Context: an optimization exercise on an open-source flow, tuned for small area. The choices shown serve that exercise and are no tape-out recipe.
In this exercise RTL edits were held to simulation tests only and were not proved equivalent to the original.
Power is estimated from default activity; no workload was simulated.

===== design/flow/design.v =====
package matrix_pkg;
    localparam int ELEM_W = 4;                    
    localparam int RES_W  = 9;                    
    typedef logic signed [ELEM_W-1:0] elem_t;     
    typedef logic signed [RES_W-1:0]  res_t;      
    typedef struct packed {
        elem_t m11;                               
        elem_t m12;                               
        elem_t m21;                               
        elem_t m22;                               
    } mat_in_t;
    typedef struct packed {
        res_t m11;
        res_t m12;
        res_t m21;
        res_t m22;
    } mat_out_t;
    typedef enum logic [2:0] {
        OP_ADD       = 3'd0,                      
        OP_SUB       = 3'd1,                      
        OP_SCALE     = 3'd2,                      
        OP_MUL       = 3'd3,                      
        OP_TRANSPOSE = 3'd4,                      
        OP_ADJ       = 3'd5,                      
        OP_DET       = 3'd6                       
    } op_t;
    typedef struct packed {
        mat_out_t sum;                            
        mat_out_t diff;                           
        mat_out_t scaled;                         
    } ew_results_t;
    function automatic res_t widen(input elem_t e);
        res_t w;
        w = e;                                    
        widen = w;
    endfunction
    function automatic mat_out_t widen_mat(input mat_in_t m);
        mat_out_t w;
        w.m11 = widen(m.m11);
        w.m12 = widen(m.m12);
        w.m21 = widen(m.m21);
        w.m22 = widen(m.m22);
        widen_mat = w;
    endfunction
endpackage
`timescale 1ns/1ps
module csa_fa (
    input  logic a,
    input  logic b,
    input  logic c,
    output logic s,
    output logic co
);
    assign s  = a ^ b ^ c;
    assign co = (a & b) | (a & c) | (b & c);
endmodule
module csa_ha (
    input  logic a,
    input  logic b,
    output logic s,
    output logic co
);
    assign s  = a ^ b;
    assign co = a & b;
endmodule
module pp_nor (
    input  logic an,
    input  logic bn,
    output logic y
);
    assign y = ~(an | bn);
endmodule
module out_nor (
    input  logic a,
    input  logic b,
    output logic y
);
    assign y = ~(a | b);
endmodule
module sel4 (
    input  logic [3:0] s,
    input  logic [3:0] d,
    output logic       y
);
    assign y = |(s & d);
endmodule
module sel5 (
    input  logic [4:0] s,
    input  logic [4:0] d,
    output logic       y
);
    assign y = |(s & d);
endmodule
module sel2 (
    input  logic [1:0] s,
    input  logic [1:0] d,
    output logic       y
);
    assign y = |(s & d);
endmodule
module csa_xnor (
    input  logic a,
    input  logic b,
    output logic y
);
    assign y = ~(a ^ b);
endmodule
module csa_or (
    input  logic a,
    input  logic b,
    output logic y
);
    assign y = a | b;
endmodule
module ygen (
    input  logic f,
    input  logic b,
    output logic y,
    output logic yn
);
    assign yn = ~(f & b);
    assign y  = ~yn;
endmodule
module ygen_o (
    input  logic f,
    input  logic b,
    input  logic o,
    output logic y,
    output logic yn
);
    assign yn = ~((f & b) | o);
    assign y  = ~yn;
endmodule
`timescale 1ns/1ps
module matrix_alu (
    input  logic        clk,
    input  logic        reset,
    input  logic        start,
    input  logic [2:0]  op,
    input  logic [15:0] a,
    input  logic [15:0] b,
    input  logic [3:0]  scalar,
    output logic [35:0] result,
    output logic [8:0]  det,
    output logic        singular,
    output logic        done
);
    logic [2:0]  opr;       
    logic [15:0] ar;        
    logic [15:0] br;        
    always_ff @(posedge clk) begin
        if (reset) done <= 1'b0;
        else       done <= start;
    end
    always_ff @(posedge clk) begin
        if (reset)      opr <= 3'd7;
        else if (start) opr <= (op == 3'd7) ? 3'd6 : op;
    end
    logic ld, hd, ld_r, hd_r;
    assign ld   = start;
    assign hd   = ~start;
    assign ld_r = start & ~reset;                   
    assign hd_r = ~start & ~reset;
    logic [15:0] ar_d;
    for (genvar k = 0; k < 16; k++) begin : g_ain
        if (k >= 8) begin : g_r
            sel2 u_a (.s({ld_r, hd_r}), .d({a[k], ar[k]}), .y(ar_d[k]));
        end else begin : g_n
            sel2 u_a (.s({ld, hd}), .d({a[k], ar[k]}), .y(ar_d[k]));
        end
    end
    logic sel_b, sel_s, sel_t, sel_d, sel_o;
    assign sel_s = start & (op == 3'd2);
    assign sel_t = start & (op == 3'd4);
    assign sel_d = start & (op == 3'd5);
    assign sel_b = start & ~((op == 3'd2) | (op == 3'd4) | (op == 3'd5));    
    assign sel_o = start & ~((op == 3'd4) | (op == 3'd5));                   
    logic [15:0] br_d;
    for (genvar k = 0; k < 4; k++) begin : g_bin
        sel5 u_11 (.s({sel_b, sel_s, sel_t, sel_d, hd}),
                   .d({b[12 + k], scalar[k], a[12 + k], a[k], br[12 + k]}), .y(br_d[12 + k]));
        sel4 u_12 (.s({sel_o, sel_t, sel_d, hd}),
                   .d({b[8 + k], a[4 + k], a[8 + k], br[8 + k]}), .y(br_d[8 + k]));
        sel4 u_21 (.s({sel_o, sel_t, sel_d, hd}),
                   .d({b[4 + k], a[8 + k], a[4 + k], br[4 + k]}), .y(br_d[4 + k]));
        sel5 u_22 (.s({sel_b, sel_s, sel_t, sel_d, hd}),
                   .d({b[k], scalar[k], a[k], a[12 + k], br[k]}), .y(br_d[k]));
    end
    always_ff @(posedge clk) begin
        ar <= ar_d;
        br <= br_d;
    end
    logic [3:0] a11, a12, a21, a22, b11, b12, b21, b22;
    assign {a11, a12, a21, a22} = ar;
    assign {b11, b12, b21, b22} = br;
    logic f01, f23, f3, en, cin_d, cin_o, kill;
    assign f01   = (opr[2:1] == 2'b00);
    assign f23   = (opr[2:1] == 2'b01);
    assign f3    = (opr == 3'd3);
    assign en    = ~opr[1];
    assign cin_d = (opr == 3'd1);
    assign cin_o = (opr[1:0] == 2'b01);
    logic [3:0] y11, y12, y21, y22, y11_n, y12_n, y21_n, y22_n;
    ygen_o u_y11_0 (.f(f23), .b(b11[0]), .o(f01), .y(y11[0]), .yn(y11_n[0]));
    ygen_o u_y22_0 (.f(f23), .b(b22[0]), .o(f01), .y(y22[0]), .yn(y22_n[0]));
    for (genvar k = 1; k < 4; k++) begin : g_yd
        ygen u_y11 (.f(f23), .b(b11[k]), .y(y11[k]), .yn(y11_n[k]));
        ygen u_y22 (.f(f23), .b(b22[k]), .y(y22[k]), .yn(y22_n[k]));
    end
    for (genvar k = 0; k < 4; k++) begin : g_yo
        ygen u_y12 (.f(f3), .b(b12[k]), .y(y12[k]), .yn(y12_n[k]));
        ygen u_y21 (.f(f3), .b(b21[k]), .y(y21[k]), .yn(y21_n[k]));
    end
    logic [3:0] v11, v12, v21, v22;
    assign v11 = {4{en}} & (b11 ^ {4{cin_d}});
    assign v12 = {4{en}} & (b12 ^ {4{cin_o}});
    assign v21 = {4{en}} & (b21 ^ {4{cin_o}});
    assign v22 = {4{en}} & (b22 ^ {4{cin_d}});
    logic [8:0] p11, p12, p21, p22;           
    logic [7:0] dv;
    wire [3:0] a11_n = ~a11;
    wire [3:0] a12_n = ~a12;
    wire [3:0] a21_n = ~a21;
    wire [3:0] a22_n = ~a22;
    wire pp_a110_y113;
    pp_nor u_pp_a110_y113 (.an(a11_n[0]), .bn(y11_n[3]), .y(pp_a110_y113));
    wire pp_a111_y113;
    pp_nor u_pp_a111_y113 (.an(a11_n[1]), .bn(y11_n[3]), .y(pp_a111_y113));
    wire pp_a112_y113;
    pp_nor u_pp_a112_y113 (.an(a11_n[2]), .bn(y11_n[3]), .y(pp_a112_y113));
    wire pp_a113_y110;
    pp_nor u_pp_a113_y110 (.an(a11_n[3]), .bn(y11_n[0]), .y(pp_a113_y110));
    wire pp_a113_y111;
    pp_nor u_pp_a113_y111 (.an(a11_n[3]), .bn(y11_n[1]), .y(pp_a113_y111));
    wire pp_a113_y112;
    pp_nor u_pp_a113_y112 (.an(a11_n[3]), .bn(y11_n[2]), .y(pp_a113_y112));
    wire pp_a120_y213;
    pp_nor u_pp_a120_y213 (.an(a12_n[0]), .bn(y21_n[3]), .y(pp_a120_y213));
    wire pp_a121_y213;
    pp_nor u_pp_a121_y213 (.an(a12_n[1]), .bn(y21_n[3]), .y(pp_a121_y213));
    wire pp_a122_y213;
    pp_nor u_pp_a122_y213 (.an(a12_n[2]), .bn(y21_n[3]), .y(pp_a122_y213));
    wire pp_a123_y211;
    pp_nor u_pp_a123_y211 (.an(a12_n[3]), .bn(y21_n[1]), .y(pp_a123_y211));
    wire pp_a123_y212;
    pp_nor u_pp_a123_y212 (.an(a12_n[3]), .bn(y21_n[2]), .y(pp_a123_y212));
    wire p11_0, p11_1;
    csa_fa u_p11_0 (.a(~(a11[0] & y11[0])), .b(~((a12[0] & y21[0]) | v11[0])), .c(~cin_d), .s(p11_0), .co(p11_1));
    wire p11_2, p11_3;
    csa_fa u_p11_2 (.a(~(a11[0] & y11[1])), .b(~(a11[1] & y11[0])), .c(~(a12[0] & y21[1])), .s(p11_2), .co(p11_3));
    wire p11_4, p11_5;
    csa_fa u_p11_4 (.a(~((a12[1] & y21[0]) | v11[1])), .b(p11_1), .c(p11_2), .s(p11_4), .co(p11_5));
    wire p11_6, p11_7;
    csa_fa u_p11_6 (.a(~(a11[0] & y11[2])), .b(~(a11[1] & y11[1])), .c(~(a11[2] & y11[0])), .s(p11_6), .co(p11_7));
    wire p11_8, p11_9;
    csa_fa u_p11_8 (.a(~(a12[0] & y21[2])), .b(~(a12[1] & y21[1])), .c(~((a12[2] & y21[0]) | v11[2])), .s(p11_8), .co(p11_9));
    wire p11_10, p11_11;
    csa_fa u_p11_10 (.a(p11_3), .b(p11_6), .c(p11_8), .s(p11_10), .co(p11_11));
    wire p11_12, p11_13;
    csa_xnor u_p11_12 (.a(p11_5), .b(p11_10), .y(p11_12));
    csa_or u_p11_13 (.a(p11_5), .b(p11_10), .y(p11_13));
    wire p11_14, p11_15;
    csa_fa u_p11_14 (.a(pp_a110_y113), .b(~(a11[1] & y11[2])), .c(~(a11[2] & y11[1])), .s(p11_14), .co(p11_15));
    wire p11_16, p11_17;
    csa_fa u_p11_16 (.a(pp_a113_y110), .b(pp_a120_y213), .c(~(a12[1] & y21[2])), .s(p11_16), .co(p11_17));
    wire p11_18, p11_19;
    csa_fa u_p11_18 (.a(~(a12[2] & y21[1])), .b(((a12[3] & y21[0]) | v11[3])), .c(p11_7), .s(p11_18), .co(p11_19));
    wire p11_20, p11_21;
    csa_fa u_p11_20 (.a(p11_9), .b(p11_14), .c(p11_16), .s(p11_20), .co(p11_21));
    wire p11_22, p11_23;
    csa_fa u_p11_22 (.a(p11_11), .b(p11_18), .c(p11_20), .s(p11_22), .co(p11_23));
    wire p11_24, p11_25;
    csa_xnor u_p11_24 (.a(p11_13), .b(p11_22), .y(p11_24));
    csa_or u_p11_25 (.a(p11_13), .b(p11_22), .y(p11_25));
    wire p11_26, p11_27;
    csa_fa u_p11_26 (.a(pp_a111_y113), .b(~(a11[2] & y11[2])), .c(pp_a113_y111), .s(p11_26), .co(p11_27));
    wire p11_28, p11_29;
    csa_fa u_p11_28 (.a(pp_a121_y213), .b(~(a12[2] & y21[2])), .c(pp_a123_y211), .s(p11_28), .co(p11_29));
    wire p11_30, p11_31;
    csa_fa u_p11_30 (.a(p11_15), .b(p11_17), .c(p11_26), .s(p11_30), .co(p11_31));
    wire p11_32, p11_33;
    csa_fa u_p11_32 (.a(p11_28), .b(p11_19), .c(p11_21), .s(p11_32), .co(p11_33));
    wire p11_34, p11_35;
    csa_fa u_p11_34 (.a(p11_30), .b(p11_32), .c(p11_23), .s(p11_34), .co(p11_35));
    wire p11_36, p11_37;
    csa_xnor u_p11_36 (.a(p11_25), .b(p11_34), .y(p11_36));
    csa_or u_p11_37 (.a(p11_25), .b(p11_34), .y(p11_37));
    wire p11_38, p11_39;
    csa_ha u_p11_38 (.a(pp_a112_y113), .b(pp_a113_y112), .s(p11_38), .co(p11_39));
    wire p11_40, p11_41;
    csa_fa u_p11_40 (.a(pp_a122_y213), .b(pp_a123_y212), .c(p11_38), .s(p11_40), .co(p11_41));
    wire p11_42, p11_43;
    csa_fa u_p11_42 (.a(p11_27), .b(p11_29), .c(p11_40), .s(p11_42), .co(p11_43));
    wire p11_44, p11_45;
    csa_fa u_p11_44 (.a(p11_31), .b(p11_42), .c(p11_33), .s(p11_44), .co(p11_45));
    wire p11_46, p11_47;
    csa_fa u_p11_46 (.a(p11_44), .b(p11_35), .c(p11_37), .s(p11_46), .co(p11_47));
    wire p11_48, p11_49;
    csa_fa u_p11_48 (.a(~(a11[3] & y11[3])), .b(~(a12[3] & y21[3])), .c(p11_39), .s(p11_48), .co(p11_49));
    wire p11_50, p11_51;
    csa_fa u_p11_50 (.a(p11_41), .b(p11_48), .c(p11_43), .s(p11_50), .co(p11_51));
    wire p11_52, p11_53;
    csa_fa u_p11_52 (.a(p11_50), .b(p11_45), .c(p11_47), .s(p11_52), .co(p11_53));
    wire p11_54, p11_55;
    csa_fa u_p11_54 (.a(p11_49), .b(p11_51), .c(p11_53), .s(p11_54), .co(p11_55));
    wire p11_56 = ~p11_55;
    wire pp_a110_y123;
    pp_nor u_pp_a110_y123 (.an(a11_n[0]), .bn(y12_n[3]), .y(pp_a110_y123));
    wire pp_a111_y123;
    pp_nor u_pp_a111_y123 (.an(a11_n[1]), .bn(y12_n[3]), .y(pp_a111_y123));
    wire pp_a112_y123;
    pp_nor u_pp_a112_y123 (.an(a11_n[2]), .bn(y12_n[3]), .y(pp_a112_y123));
    wire pp_a113_y121;
    pp_nor u_pp_a113_y121 (.an(a11_n[3]), .bn(y12_n[1]), .y(pp_a113_y121));
    wire pp_a113_y122;
    pp_nor u_pp_a113_y122 (.an(a11_n[3]), .bn(y12_n[2]), .y(pp_a113_y122));
    wire pp_a120_y223;
    pp_nor u_pp_a120_y223 (.an(a12_n[0]), .bn(y22_n[3]), .y(pp_a120_y223));
    wire pp_a121_y223;
    pp_nor u_pp_a121_y223 (.an(a12_n[1]), .bn(y22_n[3]), .y(pp_a121_y223));
    wire pp_a122_y223;
    pp_nor u_pp_a122_y223 (.an(a12_n[2]), .bn(y22_n[3]), .y(pp_a122_y223));
    wire pp_a123_y220;
    pp_nor u_pp_a123_y220 (.an(a12_n[3]), .bn(y22_n[0]), .y(pp_a123_y220));
    wire pp_a123_y221;
    pp_nor u_pp_a123_y221 (.an(a12_n[3]), .bn(y22_n[1]), .y(pp_a123_y221));
    wire pp_a123_y222;
    pp_nor u_pp_a123_y222 (.an(a12_n[3]), .bn(y22_n[2]), .y(pp_a123_y222));
    wire p12_57, p12_58;
    csa_fa u_p12_57 (.a(~((a11[0] & y12[0]) | v12[0])), .b(~(a12[0] & y22[0])), .c(~cin_o), .s(p12_57), .co(p12_58));
    wire p12_59, p12_60;
    csa_fa u_p12_59 (.a(~(a11[0] & y12[1])), .b(~((a11[1] & y12[0]) | v12[1])), .c(~(a12[0] & y22[1])), .s(p12_59), .co(p12_60));
    wire p12_61, p12_62;
    csa_fa u_p12_61 (.a(~(a12[1] & y22[0])), .b(p12_58), .c(p12_59), .s(p12_61), .co(p12_62));
    wire p12_63, p12_64;
    csa_fa u_p12_63 (.a(~(a11[0] & y12[2])), .b(~(a11[1] & y12[1])), .c(~((a11[2] & y12[0]) | v12[2])), .s(p12_63), .co(p12_64));
    wire p12_65, p12_66;
    csa_fa u_p12_65 (.a(~(a12[0] & y22[2])), .b(~(a12[1] & y22[1])), .c(~(a12[2] & y22[0])), .s(p12_65), .co(p12_66));
    wire p12_67, p12_68;
    csa_fa u_p12_67 (.a(p12_60), .b(p12_63), .c(p12_65), .s(p12_67), .co(p12_68));
    wire p12_69, p12_70;
    csa_xnor u_p12_69 (.a(p12_62), .b(p12_67), .y(p12_69));
    csa_or u_p12_70 (.a(p12_62), .b(p12_67), .y(p12_70));
    wire p12_71, p12_72;
    csa_fa u_p12_71 (.a(pp_a110_y123), .b(~(a11[1] & y12[2])), .c(~(a11[2] & y12[1])), .s(p12_71), .co(p12_72));
    wire p12_73, p12_74;
    csa_fa u_p12_73 (.a(((a11[3] & y12[0]) | v12[3])), .b(pp_a120_y223), .c(~(a12[1] & y22[2])), .s(p12_73), .co(p12_74));
    wire p12_75, p12_76;
    csa_fa u_p12_75 (.a(~(a12[2] & y22[1])), .b(pp_a123_y220), .c(p12_64), .s(p12_75), .co(p12_76));
    wire p12_77, p12_78;
    csa_fa u_p12_77 (.a(p12_66), .b(p12_71), .c(p12_73), .s(p12_77), .co(p12_78));
    wire p12_79, p12_80;
    csa_fa u_p12_79 (.a(p12_68), .b(p12_75), .c(p12_77), .s(p12_79), .co(p12_80));
    wire p12_81, p12_82;
    csa_xnor u_p12_81 (.a(p12_70), .b(p12_79), .y(p12_81));
    csa_or u_p12_82 (.a(p12_70), .b(p12_79), .y(p12_82));
    wire p12_83, p12_84;
    csa_fa u_p12_83 (.a(pp_a111_y123), .b(~(a11[2] & y12[2])), .c(pp_a113_y121), .s(p12_83), .co(p12_84));
    wire p12_85, p12_86;
    csa_fa u_p12_85 (.a(pp_a121_y223), .b(~(a12[2] & y22[2])), .c(pp_a123_y221), .s(p12_85), .co(p12_86));
    wire p12_87, p12_88;
    csa_fa u_p12_87 (.a(p12_72), .b(p12_74), .c(p12_83), .s(p12_87), .co(p12_88));
    wire p12_89, p12_90;
    csa_fa u_p12_89 (.a(p12_85), .b(p12_76), .c(p12_78), .s(p12_89), .co(p12_90));
    wire p12_91, p12_92;
    csa_fa u_p12_91 (.a(p12_87), .b(p12_89), .c(p12_80), .s(p12_91), .co(p12_92));
    wire p12_93, p12_94;
    csa_xnor u_p12_93 (.a(p12_82), .b(p12_91), .y(p12_93));
    csa_or u_p12_94 (.a(p12_82), .b(p12_91), .y(p12_94));
    wire p12_95, p12_96;
    csa_ha u_p12_95 (.a(pp_a112_y123), .b(pp_a113_y122), .s(p12_95), .co(p12_96));
    wire p12_97, p12_98;
    csa_fa u_p12_97 (.a(pp_a122_y223), .b(pp_a123_y222), .c(p12_95), .s(p12_97), .co(p12_98));
    wire p12_99, p12_100;
    csa_fa u_p12_99 (.a(p12_84), .b(p12_86), .c(p12_97), .s(p12_99), .co(p12_100));
    wire p12_101, p12_102;
    csa_fa u_p12_101 (.a(p12_88), .b(p12_99), .c(p12_90), .s(p12_101), .co(p12_102));
    wire p12_103, p12_104;
    csa_fa u_p12_103 (.a(p12_101), .b(p12_92), .c(p12_94), .s(p12_103), .co(p12_104));
    wire p12_105, p12_106;
    csa_fa u_p12_105 (.a(~(a11[3] & y12[3])), .b(~(a12[3] & y22[3])), .c(p12_96), .s(p12_105), .co(p12_106));
    wire p12_107, p12_108;
    csa_fa u_p12_107 (.a(p12_98), .b(p12_105), .c(p12_100), .s(p12_107), .co(p12_108));
    wire p12_109, p12_110;
    csa_fa u_p12_109 (.a(p12_107), .b(p12_102), .c(p12_104), .s(p12_109), .co(p12_110));
    wire p12_111, p12_112;
    csa_fa u_p12_111 (.a(p12_106), .b(p12_108), .c(p12_110), .s(p12_111), .co(p12_112));
    wire p12_113 = ~p12_112;
    wire pp_a210_y113;
    pp_nor u_pp_a210_y113 (.an(a21_n[0]), .bn(y11_n[3]), .y(pp_a210_y113));
    wire pp_a211_y113;
    pp_nor u_pp_a211_y113 (.an(a21_n[1]), .bn(y11_n[3]), .y(pp_a211_y113));
    wire pp_a212_y113;
    pp_nor u_pp_a212_y113 (.an(a21_n[2]), .bn(y11_n[3]), .y(pp_a212_y113));
    wire pp_a213_y110;
    pp_nor u_pp_a213_y110 (.an(a21_n[3]), .bn(y11_n[0]), .y(pp_a213_y110));
    wire pp_a213_y111;
    pp_nor u_pp_a213_y111 (.an(a21_n[3]), .bn(y11_n[1]), .y(pp_a213_y111));
    wire pp_a213_y112;
    pp_nor u_pp_a213_y112 (.an(a21_n[3]), .bn(y11_n[2]), .y(pp_a213_y112));
    wire pp_a220_y213;
    pp_nor u_pp_a220_y213 (.an(a22_n[0]), .bn(y21_n[3]), .y(pp_a220_y213));
    wire pp_a221_y213;
    pp_nor u_pp_a221_y213 (.an(a22_n[1]), .bn(y21_n[3]), .y(pp_a221_y213));
    wire pp_a222_y213;
    pp_nor u_pp_a222_y213 (.an(a22_n[2]), .bn(y21_n[3]), .y(pp_a222_y213));
    wire pp_a223_y211;
    pp_nor u_pp_a223_y211 (.an(a22_n[3]), .bn(y21_n[1]), .y(pp_a223_y211));
    wire pp_a223_y212;
    pp_nor u_pp_a223_y212 (.an(a22_n[3]), .bn(y21_n[2]), .y(pp_a223_y212));
    wire p21_114, p21_115;
    csa_fa u_p21_114 (.a(~(a21[0] & y11[0])), .b(~((a22[0] & y21[0]) | v21[0])), .c(~cin_o), .s(p21_114), .co(p21_115));
    wire p21_116, p21_117;
    csa_fa u_p21_116 (.a(~(a21[0] & y11[1])), .b(~(a21[1] & y11[0])), .c(~(a22[0] & y21[1])), .s(p21_116), .co(p21_117));
    wire p21_118, p21_119;
    csa_fa u_p21_118 (.a(~((a22[1] & y21[0]) | v21[1])), .b(p21_115), .c(p21_116), .s(p21_118), .co(p21_119));
    wire p21_120, p21_121;
    csa_fa u_p21_120 (.a(~(a21[0] & y11[2])), .b(~(a21[1] & y11[1])), .c(~(a21[2] & y11[0])), .s(p21_120), .co(p21_121));
    wire p21_122, p21_123;
    csa_fa u_p21_122 (.a(~(a22[0] & y21[2])), .b(~(a22[1] & y21[1])), .c(~((a22[2] & y21[0]) | v21[2])), .s(p21_122), .co(p21_123));
    wire p21_124, p21_125;
    csa_fa u_p21_124 (.a(p21_117), .b(p21_120), .c(p21_122), .s(p21_124), .co(p21_125));
    wire p21_126, p21_127;
    csa_xnor u_p21_126 (.a(p21_119), .b(p21_124), .y(p21_126));
    csa_or u_p21_127 (.a(p21_119), .b(p21_124), .y(p21_127));
    wire p21_128, p21_129;
    csa_fa u_p21_128 (.a(pp_a210_y113), .b(~(a21[1] & y11[2])), .c(~(a21[2] & y11[1])), .s(p21_128), .co(p21_129));
    wire p21_130, p21_131;
    csa_fa u_p21_130 (.a(pp_a213_y110), .b(pp_a220_y213), .c(~(a22[1] & y21[2])), .s(p21_130), .co(p21_131));
    wire p21_132, p21_133;
    csa_fa u_p21_132 (.a(~(a22[2] & y21[1])), .b(((a22[3] & y21[0]) | v21[3])), .c(p21_121), .s(p21_132), .co(p21_133));
    wire p21_134, p21_135;
    csa_fa u_p21_134 (.a(p21_123), .b(p21_128), .c(p21_130), .s(p21_134), .co(p21_135));
    wire p21_136, p21_137;
    csa_fa u_p21_136 (.a(p21_125), .b(p21_132), .c(p21_134), .s(p21_136), .co(p21_137));
    wire p21_138, p21_139;
    csa_xnor u_p21_138 (.a(p21_127), .b(p21_136), .y(p21_138));
    csa_or u_p21_139 (.a(p21_127), .b(p21_136), .y(p21_139));
    wire p21_140, p21_141;
    csa_fa u_p21_140 (.a(pp_a211_y113), .b(~(a21[2] & y11[2])), .c(pp_a213_y111), .s(p21_140), .co(p21_141));
    wire p21_142, p21_143;
    csa_fa u_p21_142 (.a(pp_a221_y213), .b(~(a22[2] & y21[2])), .c(pp_a223_y211), .s(p21_142), .co(p21_143));
    wire p21_144, p21_145;
    csa_fa u_p21_144 (.a(p21_129), .b(p21_131), .c(p21_140), .s(p21_144), .co(p21_145));
    wire p21_146, p21_147;
    csa_fa u_p21_146 (.a(p21_142), .b(p21_133), .c(p21_135), .s(p21_146), .co(p21_147));
    wire p21_148, p21_149;
    csa_fa u_p21_148 (.a(p21_144), .b(p21_146), .c(p21_137), .s(p21_148), .co(p21_149));
    wire p21_150, p21_151;
    csa_xnor u_p21_150 (.a(p21_139), .b(p21_148), .y(p21_150));
    csa_or u_p21_151 (.a(p21_139), .b(p21_148), .y(p21_151));
    wire p21_152, p21_153;
    csa_ha u_p21_152 (.a(pp_a212_y113), .b(pp_a213_y112), .s(p21_152), .co(p21_153));
    wire p21_154, p21_155;
    csa_fa u_p21_154 (.a(pp_a222_y213), .b(pp_a223_y212), .c(p21_152), .s(p21_154), .co(p21_155));
    wire p21_156, p21_157;
    csa_fa u_p21_156 (.a(p21_141), .b(p21_143), .c(p21_154), .s(p21_156), .co(p21_157));
    wire p21_158, p21_159;
    csa_fa u_p21_158 (.a(p21_145), .b(p21_156), .c(p21_147), .s(p21_158), .co(p21_159));
    wire p21_160, p21_161;
    csa_fa u_p21_160 (.a(p21_158), .b(p21_149), .c(p21_151), .s(p21_160), .co(p21_161));
    wire p21_162, p21_163;
    csa_fa u_p21_162 (.a(~(a21[3] & y11[3])), .b(~(a22[3] & y21[3])), .c(p21_153), .s(p21_162), .co(p21_163));
    wire p21_164, p21_165;
    csa_fa u_p21_164 (.a(p21_155), .b(p21_162), .c(p21_157), .s(p21_164), .co(p21_165));
    wire p21_166, p21_167;
    csa_fa u_p21_166 (.a(p21_164), .b(p21_159), .c(p21_161), .s(p21_166), .co(p21_167));
    wire p21_168, p21_169;
    csa_fa u_p21_168 (.a(p21_163), .b(p21_165), .c(p21_167), .s(p21_168), .co(p21_169));
    wire p21_170 = ~p21_169;
    wire pp_a210_y123;
    pp_nor u_pp_a210_y123 (.an(a21_n[0]), .bn(y12_n[3]), .y(pp_a210_y123));
    wire pp_a211_y123;
    pp_nor u_pp_a211_y123 (.an(a21_n[1]), .bn(y12_n[3]), .y(pp_a211_y123));
    wire pp_a212_y123;
    pp_nor u_pp_a212_y123 (.an(a21_n[2]), .bn(y12_n[3]), .y(pp_a212_y123));
    wire pp_a213_y121;
    pp_nor u_pp_a213_y121 (.an(a21_n[3]), .bn(y12_n[1]), .y(pp_a213_y121));
    wire pp_a213_y122;
    pp_nor u_pp_a213_y122 (.an(a21_n[3]), .bn(y12_n[2]), .y(pp_a213_y122));
    wire pp_a220_y223;
    pp_nor u_pp_a220_y223 (.an(a22_n[0]), .bn(y22_n[3]), .y(pp_a220_y223));
    wire pp_a221_y223;
    pp_nor u_pp_a221_y223 (.an(a22_n[1]), .bn(y22_n[3]), .y(pp_a221_y223));
    wire pp_a222_y223;
    pp_nor u_pp_a222_y223 (.an(a22_n[2]), .bn(y22_n[3]), .y(pp_a222_y223));
    wire pp_a223_y220;
    pp_nor u_pp_a223_y220 (.an(a22_n[3]), .bn(y22_n[0]), .y(pp_a223_y220));
    wire pp_a223_y221;
    pp_nor u_pp_a223_y221 (.an(a22_n[3]), .bn(y22_n[1]), .y(pp_a223_y221));
    wire pp_a223_y222;
    pp_nor u_pp_a223_y222 (.an(a22_n[3]), .bn(y22_n[2]), .y(pp_a223_y222));
    wire p22_171, p22_172;
    csa_fa u_p22_171 (.a(~((a21[0] & y12[0]) | v22[0])), .b(~(a22[0] & y22[0])), .c(~cin_d), .s(p22_171), .co(p22_172));
    wire p22_173, p22_174;
    csa_fa u_p22_173 (.a(~(a21[0] & y12[1])), .b(~((a21[1] & y12[0]) | v22[1])), .c(~(a22[0] & y22[1])), .s(p22_173), .co(p22_174));
    wire p22_175, p22_176;
    csa_fa u_p22_175 (.a(~(a22[1] & y22[0])), .b(p22_172), .c(p22_173), .s(p22_175), .co(p22_176));
    wire p22_177, p22_178;
    csa_fa u_p22_177 (.a(~(a21[0] & y12[2])), .b(~(a21[1] & y12[1])), .c(~((a21[2] & y12[0]) | v22[2])), .s(p22_177), .co(p22_178));
    wire p22_179, p22_180;
    csa_fa u_p22_179 (.a(~(a22[0] & y22[2])), .b(~(a22[1] & y22[1])), .c(~(a22[2] & y22[0])), .s(p22_179), .co(p22_180));
    wire p22_181, p22_182;
    csa_fa u_p22_181 (.a(p22_174), .b(p22_177), .c(p22_179), .s(p22_181), .co(p22_182));
    wire p22_183, p22_184;
    csa_xnor u_p22_183 (.a(p22_176), .b(p22_181), .y(p22_183));
    csa_or u_p22_184 (.a(p22_176), .b(p22_181), .y(p22_184));
    wire p22_185, p22_186;
    csa_fa u_p22_185 (.a(pp_a210_y123), .b(~(a21[1] & y12[2])), .c(~(a21[2] & y12[1])), .s(p22_185), .co(p22_186));
    wire p22_187, p22_188;
    csa_fa u_p22_187 (.a(((a21[3] & y12[0]) | v22[3])), .b(pp_a220_y223), .c(~(a22[1] & y22[2])), .s(p22_187), .co(p22_188));
    wire p22_189, p22_190;
    csa_fa u_p22_189 (.a(~(a22[2] & y22[1])), .b(pp_a223_y220), .c(p22_178), .s(p22_189), .co(p22_190));
    wire p22_191, p22_192;
    csa_fa u_p22_191 (.a(p22_180), .b(p22_185), .c(p22_187), .s(p22_191), .co(p22_192));
    wire p22_193, p22_194;
    csa_fa u_p22_193 (.a(p22_182), .b(p22_189), .c(p22_191), .s(p22_193), .co(p22_194));
    wire p22_195, p22_196;
    csa_xnor u_p22_195 (.a(p22_184), .b(p22_193), .y(p22_195));
    csa_or u_p22_196 (.a(p22_184), .b(p22_193), .y(p22_196));
    wire p22_197, p22_198;
    csa_fa u_p22_197 (.a(pp_a211_y123), .b(~(a21[2] & y12[2])), .c(pp_a213_y121), .s(p22_197), .co(p22_198));
    wire p22_199, p22_200;
    csa_fa u_p22_199 (.a(pp_a221_y223), .b(~(a22[2] & y22[2])), .c(pp_a223_y221), .s(p22_199), .co(p22_200));
    wire p22_201, p22_202;
    csa_fa u_p22_201 (.a(p22_186), .b(p22_188), .c(p22_197), .s(p22_201), .co(p22_202));
    wire p22_203, p22_204;
    csa_fa u_p22_203 (.a(p22_199), .b(p22_190), .c(p22_192), .s(p22_203), .co(p22_204));
    wire p22_205, p22_206;
    csa_fa u_p22_205 (.a(p22_201), .b(p22_203), .c(p22_194), .s(p22_205), .co(p22_206));
    wire p22_207, p22_208;
    csa_xnor u_p22_207 (.a(p22_196), .b(p22_205), .y(p22_207));
    csa_or u_p22_208 (.a(p22_196), .b(p22_205), .y(p22_208));
    wire p22_209, p22_210;
    csa_ha u_p22_209 (.a(pp_a212_y123), .b(pp_a213_y122), .s(p22_209), .co(p22_210));
    wire p22_211, p22_212;
    csa_fa u_p22_211 (.a(pp_a222_y223), .b(pp_a223_y222), .c(p22_209), .s(p22_211), .co(p22_212));
    wire p22_213, p22_214;
    csa_fa u_p22_213 (.a(p22_198), .b(p22_200), .c(p22_211), .s(p22_213), .co(p22_214));
    wire p22_215, p22_216;
    csa_fa u_p22_215 (.a(p22_202), .b(p22_213), .c(p22_204), .s(p22_215), .co(p22_216));
    wire p22_217, p22_218;
    csa_fa u_p22_217 (.a(p22_215), .b(p22_206), .c(p22_208), .s(p22_217), .co(p22_218));
    wire p22_219, p22_220;
    csa_fa u_p22_219 (.a(~(a21[3] & y12[3])), .b(~(a22[3] & y22[3])), .c(p22_210), .s(p22_219), .co(p22_220));
    wire p22_221, p22_222;
    csa_fa u_p22_221 (.a(p22_212), .b(p22_219), .c(p22_214), .s(p22_221), .co(p22_222));
    wire p22_223, p22_224;
    csa_fa u_p22_223 (.a(p22_221), .b(p22_216), .c(p22_218), .s(p22_223), .co(p22_224));
    wire p22_225, p22_226;
    csa_fa u_p22_225 (.a(p22_220), .b(p22_222), .c(p22_224), .s(p22_225), .co(p22_226));
    wire p22_227 = ~p22_226;
    wire pp_a110_a220;
    pp_nor u_pp_a110_a220 (.an(a11_n[0]), .bn(a22_n[0]), .y(pp_a110_a220));
    wire pp_a110_a221;
    pp_nor u_pp_a110_a221 (.an(a11_n[0]), .bn(a22_n[1]), .y(pp_a110_a221));
    wire pp_a110_a222;
    pp_nor u_pp_a110_a222 (.an(a11_n[0]), .bn(a22_n[2]), .y(pp_a110_a222));
    wire pp_a111_a220;
    pp_nor u_pp_a111_a220 (.an(a11_n[1]), .bn(a22_n[0]), .y(pp_a111_a220));
    wire pp_a111_a221;
    pp_nor u_pp_a111_a221 (.an(a11_n[1]), .bn(a22_n[1]), .y(pp_a111_a221));
    wire pp_a111_a222;
    pp_nor u_pp_a111_a222 (.an(a11_n[1]), .bn(a22_n[2]), .y(pp_a111_a222));
    wire pp_a112_a220;
    pp_nor u_pp_a112_a220 (.an(a11_n[2]), .bn(a22_n[0]), .y(pp_a112_a220));
    wire pp_a112_a221;
    pp_nor u_pp_a112_a221 (.an(a11_n[2]), .bn(a22_n[1]), .y(pp_a112_a221));
    wire pp_a112_a222;
    pp_nor u_pp_a112_a222 (.an(a11_n[2]), .bn(a22_n[2]), .y(pp_a112_a222));
    wire pp_a113_a223;
    pp_nor u_pp_a113_a223 (.an(a11_n[3]), .bn(a22_n[3]), .y(pp_a113_a223));
    wire pp_a120_a213;
    pp_nor u_pp_a120_a213 (.an(a12_n[0]), .bn(a21_n[3]), .y(pp_a120_a213));
    wire pp_a121_a213;
    pp_nor u_pp_a121_a213 (.an(a12_n[1]), .bn(a21_n[3]), .y(pp_a121_a213));
    wire pp_a122_a213;
    pp_nor u_pp_a122_a213 (.an(a12_n[2]), .bn(a21_n[3]), .y(pp_a122_a213));
    wire pp_a123_a210;
    pp_nor u_pp_a123_a210 (.an(a12_n[3]), .bn(a21_n[0]), .y(pp_a123_a210));
    wire pp_a123_a211;
    pp_nor u_pp_a123_a211 (.an(a12_n[3]), .bn(a21_n[1]), .y(pp_a123_a211));
    wire pp_a123_a212;
    pp_nor u_pp_a123_a212 (.an(a12_n[3]), .bn(a21_n[2]), .y(pp_a123_a212));
    wire d_228, d_229;
    csa_xnor u_d_228 (.a(pp_a110_a220), .b(~(a12[0] & a21[0])), .y(d_228));
    csa_or u_d_229 (.a(pp_a110_a220), .b(~(a12[0] & a21[0])), .y(d_229));
    wire d_230, d_231;
    csa_xnor u_d_230 (.a(pp_a110_a221), .b(pp_a111_a220), .y(d_230));
    csa_or u_d_231 (.a(pp_a110_a221), .b(pp_a111_a220), .y(d_231));
    wire d_232, d_233;
    csa_fa u_d_232 (.a(~(a12[0] & a21[1])), .b(~(a12[1] & a21[0])), .c(d_229), .s(d_232), .co(d_233));
    wire d_234, d_235;
    csa_ha u_d_234 (.a(d_230), .b(d_232), .s(d_234), .co(d_235));
    wire d_236, d_237;
    csa_xnor u_d_236 (.a(pp_a110_a222), .b(pp_a111_a221), .y(d_236));
    csa_or u_d_237 (.a(pp_a110_a222), .b(pp_a111_a221), .y(d_237));
    wire d_238, d_239;
    csa_fa u_d_238 (.a(pp_a112_a220), .b(~(a12[0] & a21[2])), .c(~(a12[1] & a21[1])), .s(d_238), .co(d_239));
    wire d_240, d_241;
    csa_fa u_d_240 (.a(~(a12[2] & a21[0])), .b(d_231), .c(d_236), .s(d_240), .co(d_241));
    wire d_242, d_243;
    csa_fa u_d_242 (.a(d_238), .b(d_233), .c(d_240), .s(d_242), .co(d_243));
    wire d_244, d_245;
    csa_ha u_d_244 (.a(d_235), .b(d_242), .s(d_244), .co(d_245));
    wire d_246, d_247;
    csa_xnor u_d_246 (.a(~(a11[0] & a22[3])), .b(pp_a111_a222), .y(d_246));
    csa_or u_d_247 (.a(~(a11[0] & a22[3])), .b(pp_a111_a222), .y(d_247));
    wire d_248, d_249;
    csa_fa u_d_248 (.a(pp_a112_a221), .b(~(a11[3] & a22[0])), .c(pp_a120_a213), .s(d_248), .co(d_249));
    wire d_250, d_251;
    csa_fa u_d_250 (.a(~(a12[1] & a21[2])), .b(~(a12[2] & a21[1])), .c(pp_a123_a210), .s(d_250), .co(d_251));
    wire d_252, d_253;
    csa_fa u_d_252 (.a(d_237), .b(d_246), .c(d_239), .s(d_252), .co(d_253));
    wire d_254, d_255;
    csa_fa u_d_254 (.a(d_248), .b(d_250), .c(d_241), .s(d_254), .co(d_255));
    wire d_256, d_257;
    csa_fa u_d_256 (.a(d_252), .b(d_254), .c(d_243), .s(d_256), .co(d_257));
    wire d_258, d_259;
    csa_ha u_d_258 (.a(d_245), .b(d_256), .s(d_258), .co(d_259));
    wire d_260, d_261;
    csa_xnor u_d_260 (.a(~(a11[1] & a22[3])), .b(pp_a112_a222), .y(d_260));
    csa_or u_d_261 (.a(~(a11[1] & a22[3])), .b(pp_a112_a222), .y(d_261));
    wire d_262, d_263;
    csa_fa u_d_262 (.a(~(a11[3] & a22[1])), .b(pp_a121_a213), .c(~(a12[2] & a21[2])), .s(d_262), .co(d_263));
    wire d_264, d_265;
    csa_fa u_d_264 (.a(pp_a123_a211), .b(d_247), .c(d_260), .s(d_264), .co(d_265));
    wire d_266, d_267;
    csa_fa u_d_266 (.a(d_249), .b(d_251), .c(d_262), .s(d_266), .co(d_267));
    wire d_268, d_269;
    csa_fa u_d_268 (.a(d_264), .b(d_253), .c(d_266), .s(d_268), .co(d_269));
    wire d_270, d_271;
    csa_fa u_d_270 (.a(d_255), .b(d_268), .c(d_257), .s(d_270), .co(d_271));
    wire d_272, d_273;
    csa_ha u_d_272 (.a(d_259), .b(d_270), .s(d_272), .co(d_273));
    wire d_274, d_275;
    csa_fa u_d_274 (.a(~(a11[2] & a22[3])), .b(~(a11[3] & a22[2])), .c(pp_a122_a213), .s(d_274), .co(d_275));
    wire d_276, d_277;
    csa_fa u_d_276 (.a(pp_a123_a212), .b(d_261), .c(d_263), .s(d_276), .co(d_277));
    wire d_278, d_279;
    csa_fa u_d_278 (.a(d_274), .b(d_265), .c(d_267), .s(d_278), .co(d_279));
    wire d_280, d_281;
    csa_fa u_d_280 (.a(d_276), .b(d_278), .c(d_269), .s(d_280), .co(d_281));
    wire d_282, d_283;
    csa_fa u_d_282 (.a(d_280), .b(d_271), .c(d_273), .s(d_282), .co(d_283));
    wire d_284, d_285;
    csa_fa u_d_284 (.a(pp_a113_a223), .b(~(a12[3] & a21[3])), .c(d_275), .s(d_284), .co(d_285));
    wire d_286, d_287;
    csa_fa u_d_286 (.a(d_277), .b(d_284), .c(d_279), .s(d_286), .co(d_287));
    wire d_288, d_289;
    csa_fa u_d_288 (.a(d_286), .b(d_281), .c(d_283), .s(d_288), .co(d_289));
    wire d_290 = d_285 ^ d_287;
    wire d_291 = d_290 ^ d_289;
    assign p11 = {p11_56, p11_54, p11_52, p11_46, p11_36, p11_24, p11_12, p11_4, p11_0};
    assign p12 = {p12_113, p12_111, p12_109, p12_103, p12_93, p12_81, p12_69, p12_61, p12_57};
    assign p21 = {p21_170, p21_168, p21_166, p21_160, p21_150, p21_138, p21_126, p21_118, p21_114};
    assign p22 = {p22_227, p22_225, p22_223, p22_217, p22_207, p22_195, p22_183, p22_175, p22_171};
    assign dv = {d_291, d_288, d_282, d_272, d_258, d_244, d_234, d_228};
    logic zero_det;
    assign zero_det = (dv == 8'd0);
    assign kill     = (opr == 3'd5) & zero_det;
    logic [35:0] p_all;
    assign p_all = {p11, p12, p21, p22};
    for (genvar i = 0; i < 36; i++) begin : g_res
        out_nor u_nor (.a(p_all[i]), .b(kill), .y(result[i]));
    end
    assign det      = {dv[7], dv};
    assign singular = zero_det & (opr != 3'd7);
endmodule

===== design/flow/flow/run.sh =====
#!/bin/bash
set -euo pipefail
cd "$(dirname "$0")/.."
export BUFFER_PORTS_ARGS="-buffer_cell sky130_fd_sc_hd__buf_1"
export CTS_ARGS="-sink_clustering_enable -repair_clock_nets -buf_list sky130_fd_sc_hd__clkbuf_8 -root_buf sky130_fd_sc_hd__clkbuf_4 -tree_buf sky130_fd_sc_hd__clkbuf_8 -dont_use_dummy_load"
export GLOBAL_PLACEMENT_ARGS="-keep_resize_below_overflow 0"
bash standard.sh > standard.log 2>&1

===== design/flow/standard.sh =====
#!/bin/bash
# synth_recipe.tcl (not shown) runs the flow's synth.tcl, then flattens the netlist and writes it again
# the make line also repeats each setting of config.mk as NAME=value (left out here)
make -C /OpenROAD-flow-scripts/flow DESIGN_CONFIG=/design/flow/config.mk WORK_HOME=/design/flow/orfs CLKGATE_MAP_FILE= SYNTH_SCRIPT=/design/flow/synth_recipe.tcl "${@:-finish}"

===== design/flow/config.mk =====
export PLATFORM = sky130hd
export DESIGN_NAME = matrix_alu
export DESIGN_NICKNAME = matrix_alu
export VERILOG_FILES = /design/flow/design.v
export SDC_FILE = /design/flow/constraint.sdc
export NUM_CORES = 4
export LEC_CHECK = 0
export CAP_MARGIN = 20
export CORE_MARGIN = 2
export CORE_UTILIZATION = 40
export SLEW_MARGIN = 20
export SYNTH_HIERARCHICAL = 1

===== design/flow/constraint.sdc =====
create_clock -name core_clock -period 8.0 [get_ports {clk}]
set_input_delay 1.6000 -clock core_clock [delete_from_list [all_inputs] [get_ports {clk}]]
set_output_delay 1.6000 -clock core_clock [all_outputs]
set_load 0.01 [all_outputs]

==> results.ini, run 1 <==
[status]
status=timing/DRC/antenna clean

[logic_synthesis]
syn_avg_cell_area_um2=9.16
synthCells=594
ys_warn_count=7
syn_area_um2=5440
syn_nets=762

[grt]
overflow=0
grt_pass1_vias=4879
met1_usage_pct=31.4
grtUsageMet2_pct=40.3
grt_pass1_wl_um=26300
antenna_found_initial=0
track_usage_pct=23.7
met3_usage_pct=3.21
grt-busiest-layer=met2
grt_start_max_net_pins=28

[detailed_routing]
final_antenna_net_count=0
drc=0
vias=4600
dr.pass1.iters=5
wl_per_cell_um=19.8
dr.first_iter.drc_count=358
wl_um=16600
drt-vias-per-instance=5.50

[final_layout]
syn2layout_area_growth_pct=8.65
final_common_cell=nand2_1
final_util_pct=44.6
num-nets-final=831
fin_area_um2=5910
final_cell_mix=nand2_1 (120), fa_1 (118), nor2_1 (109)
diodes=0
drive_gt1_share_pct=1.51

[timing]
finalHoldViolCount=0
relSlewSlack_pct=28.1
setup_viol=0
max_freq_mhz=133
rsz0062_at_grt=false
skew_ns=0
finalCriticalPeriod_ns=7.53
layout_worst_path_cycle_share_pct=94.2
holdWs_ns=0.637
maxSlewViolCount=0
worstMarginPinSlew_ns=1.07

[critical_path]
reg2reg_from=opr[0]$_SDFFE_PP1P_
worstPathArrival_ns=5.93
crit_required_ns=6.40
crit_type=flop to output pin
crit_start=opr[1]$_SDFFE_PP1P_
crit_path_cell_trace=nor2b_4 > and2_1 > and2_1 > nand2_1 > o21ai_0 > fa_1 > fa_1 > fa_1 > fa_1 > or2_1 > fa_1 > fa_1 > fa_1 > nor2_1 > buf_1
cp_slowest_cell=dfxtp_2
critPathTopFamily=adder cells
cp-start-kind=flop
ff2ff_path_depth=1
endpoint_kind=output pin
cp.buffers_inverters=1
slowest_delay_ns=0.59
crit_fanout=21
critPathMostFrequentCell=fa_1
crit_cells=15

[placed_design]
gp_congestion=0.962
place_area_um2=5860
place_hpwl_um=13800
portBuffers=88

[floorplanning]
fp-row-count=42
fp.coreArea_um2=13200
initial_core_util_pct=41.1
die_x_um=121
design.die.area_um2=14500
die_h_um=121
pin_count=89

[clock_network]
htree_levels=2
cts.reportedPaths.clkPinSlew_ns=0.12
postCtsSetupRepairBufs=0
clock_latency_ns=0.34
cts_inserted_buffers=5
cts_root_buffer=clkbuf_4
holdBufCountCts=0
cts_tree=done
cts.sinks=36
cts_buffer_depth=2

[power_and_ir_drop]
ir_drop_uv=91.2
leakagePower_nw=2.08
power_density_nw_per_um2=149

[min_path]
holdPathStages=2
hp-class=flop to flop
hold_start=br[11]$_DFF_P_

[flow_run]
max_cap_viol_count=0

-- final timing paths --
check	end	slack [ns]
setup reg to reg	opr[0]$_SDFFE_PP1P_	6.94
hold reg to reg	br[11]$_DFF_P_	0.64
hold / removal	br[11]$_DFF_P_	0.64
setup / recovery	result[25]	0.47
-- state kept, by name (all words and copies together) (netlist names) --
name,count
ar,16
br,16
done,1
opr,3
-- per-stage QoR --
stage                     std cells  TNS, ns  power, W  setup slack [ns]
after detailed placement        832        0  0.000813             0.224
after global routing            837        0  0.000978            0.0640
after global placement          830   -24.95  0.000799            -0.820
final                           837        0  0.000882             0.465
after floorplan                 594        0  0.000684             0.768
after CTS                       837        0  0.000897            0.0479
-- metal layers --
layer / up-vias / routed length, um
met4: 0 / 507
met2: 201 / 8020
met5: - / 0
met3: 31 / 1060
met1: 2321 / 7000
li1: 2047 / -
-- report_power, final --
part | internal [W] | leakage, nW | switching [W] | total [W]
Clock | 0.0000294 | 0.0230 | 0.0000531 | 0.0000825
Sequential | 0.000197 | 0.301 | 0.0000464 | 0.000244
Combinational | 0.000231 | 1.75 | 0.000325 | 0.000556
Total | 0.000458 | 2.08 | 0.000424 | 0.000882
-- final cells by class --
class	count	area, um^2
multi-input combinational	507	4490
inverter	23	86.3
timing repair buffer	90	349
fill	1384	7330
tap	176	220
sequential	36	722
clock buffer	5	37.5
-- repair_timing --
action,in CTS,in global routing
resized for setup,1,2
setup endpoints to repair,8,9
endpoints found under the hold margin,0,0
==> inputs of run 2 (changes only) <==
==> design/flow/flow/run.sh (replaced) <==
#!/bin/bash
set -euo pipefail
cd "$(dirname "$0")/.."
export BUFFER_PORTS_ARGS="-buffer_cell sky130_fd_sc_hd__buf_1"
export CTS_ARGS="-sink_clustering_enable -repair_clock_nets -buf_list sky130_fd_sc_hd__clkbuf_4 -dont_use_dummy_load"
export GLOBAL_PLACEMENT_ARGS="-keep_resize_below_overflow 0"
bash standard.sh > standard.log 2>&1
==> run 2 against run 1 <==
  * Via count unchanged
  * Clock skew unchanged
  * First-iteration DRC count unchanged
  * Global-route usage did not move
  * Total power stayed put
  * Count of clock-buffer cells in the layout unchanged
  * Synthesized cell count did not move
  * Critical endpoint unchanged
  * Largest power group unchanged
  * Highest routed layer unchanged
==> results.ini, run 2 <==
[status]
status=timing/DRC/antenna clean

[logic_synthesis]
ys_warn_count=7
synthCells=594
syn_avg_cell_area_um2=9.16
syn_area_um2=5440
syn_nets=762

[clock_network]
cts_resized=1
cts.reportedPaths.clkPinSlew_ns=0.12
holdBufCountCts=0
cts_root_buffer=clkbuf_4
cts_tree=done
cts.sinks=36
cts_buffer_depth=2
cts_inserted_buffers=5
clock_latency_ns=0.34
postCtsSetupRepairBufs=0
htree_levels=2

[detailed_routing]
final_antenna_net_count=0
dr.pass1.iters=5
vias=4600
drt-vias-per-instance=5.50
wl_um=16600
drc=0
dr.first_iter.drc_count=358
wl_per_cell_um=19.8

[grt]
met1_usage_pct=31.4
track_usage_pct=23.7
grt_pass1_vias=4879
overflow=0
grt_start_max_net_pins=28
grtUsageMet2_pct=40.3
grt-busiest-layer=met2
grt_pass1_wl_um=26300
antenna_found_initial=0
met3_usage_pct=3.21

[timing]
skew_ns=0
maxSlewViolCount=0
tns_ns=0
layout_worst_path_cycle_share_pct=94.2
setup_viol=0
max_freq_mhz=133
rsz0062_at_grt=false
finalHoldViolCount=0
relSlewSlack_pct=28.1
finalCriticalPeriod_ns=7.53
holdWs_ns=0.637
worstMarginPinSlew_ns=1.07

[critical_path]
cp-start-kind=flop
crit_type=flop to output pin
crit_path_cell_trace=nor2b_4 > and2_1 > and2_1 > nand2_1 > o21ai_0 > fa_1 > fa_1 > fa_1 > fa_1 > or2_1 > fa_1 > fa_1 > fa_1 > nor2_1 > buf_1
endpoint_kind=output pin
slowest_delay_ns=0.59
critPathMostFrequentCell=fa_1
crit_required_ns=6.40
cp_slowest_cell=dfxtp_2
crit_fanout=21
worstPathArrival_ns=5.93

[floorplanning]
die_x_um=121
initial_core_util_pct=41.1
fp.coreArea_um2=13200
fp-row-count=42
pin_count=89
design.die.area_um2=14500
die_h_um=121

[placed_design]
place_area_um2=5860
place_hpwl_um=13800
portBuffers=88
gp_congestion=0.962

[final_layout]
final_common_cell=nand2_1
fillers=1384
diodes=0
final_cell_mix=nand2_1 (120), fa_1 (118), nor2_1 (109)
final_util_pct=44.6
reg_top3=ar: 16 flops, br: 16 flops, opr: 3 flops
num-nets-final=831
drive_gt1_share_pct=1.51
syn2layout_area_growth_pct=8.65
fin_area_um2=5910

[flow_run]
max_cap_viol_count=0

[power_and_ir_drop]
power_density_nw_per_um2=149
leakagePower_nw=2.08
ir_drop_uv=91.2

[min_path]
hp-class=flop to flop

[run 2: report_power, final]
| group | total (W) | switching (W) | internal, W |
|---|---|---|---|
| combinational | 0.000556 | 0.000325 | 0.000231 |
| sequential | 0.000244 | 0.0000464 | 0.000197 |
| clock | 0.0000825 | 0.0000531 | 0.0000294 |
| total | 0.000882 | 0.000424 | 0.000458 |
[run 2: final timing paths]
path,startpoint,to,slack [ns],cells after the start
hold reg to reg,br[11]$_DFF_P_,br[11]$_DFF_P_,0.64,2
hold / removal,br[11]$_DFF_P_,br[11]$_DFF_P_,0.64,2
setup / recovery,opr[1]$_SDFFE_PP1P_,result[25],0.47,15
setup reg to reg,opr[0]$_SDFFE_PP1P_,opr[0]$_SDFFE_PP1P_,6.94,1
[run 2: layer usage]
| metal | vias to the layer above | wire length, um |
|---|---|---|
| met4 | 0 | 507 |
| met1 | 2321 | 7000 |
| li1 | 2047 | - |
| met3 | 31 | 1060 |
| met2 | 201 | 8020 |
| met5 | - | 0 |
[run 2: worst max-delay path, delay by kind of cell (launching register included)]
kind	cells	cell delay [ns]
simple gates	6	1.66
fa+ha+maj	7	3.03
buf+inv	1	0.16
flops	1	0.59
compound gates	1	0.15
[run 2: layout make-up]
cell class / instances / area (um^2) / share of cell area (%)
flip-flops and latches: 36 / 722 / 12.2
inverters: 23 / 86.3 / 1.46
well taps: 176 / 220 / 3.73
multi-input cells: 507 / 4490 / 76.1
repair buffers: 90 / 349 / 5.91
clock buffers: 5 / 37.5 / 0.635
[run 2: per-stage QoR]
| stage | power [W] | setup WS, ns | cells |
|---|---|---|---|
| after floorplan | 0.000684 | 0.768 | 594 |
| after global placement | 0.000799 | -0.820 | 830 |
| after detailed placement | 0.000813 | 0.224 | 832 |
| after CTS | 0.000897 | 0.0479 | 837 |
| after global routing | 0.000978 | 0.0640 | 837 |
| final | 0.000882 | 0.465 | 837 |

-- separate check: timing with driven ports --
The results above use ideal ports. As a check the final layouts listed here were re-extracted and re-timed, cells and wires unchanged.
Step 1: set_driving_cell puts a clkbuf_16 on clk and a buf_2 on each other input, an assumption about the parent block.
Step 2 moves the port delays by t, midway between the first and last clock arrival at a register: inputs arrive t later, outputs are due t later. That takes back most of the time a late clock gives input paths.
a / b / c = ideal ports / drivers / drivers and shift; a / b = the first two.
run	shift t [ns]	slack for setup (ns)	clock arrival spread, ns	worst register clock-pin slew, ns	worst slew at a driven data input, ns
run 1	0.346	0.465 / 0.444 / 0.790	0.033 / 0.033	0.12 / 0.12	0.04
run 2	0.346	0.465 / 0.444 / 0.790	0.033 / 0.033	0.12 / 0.12	0.04
After both steps setup and hold are still met in every run listed.
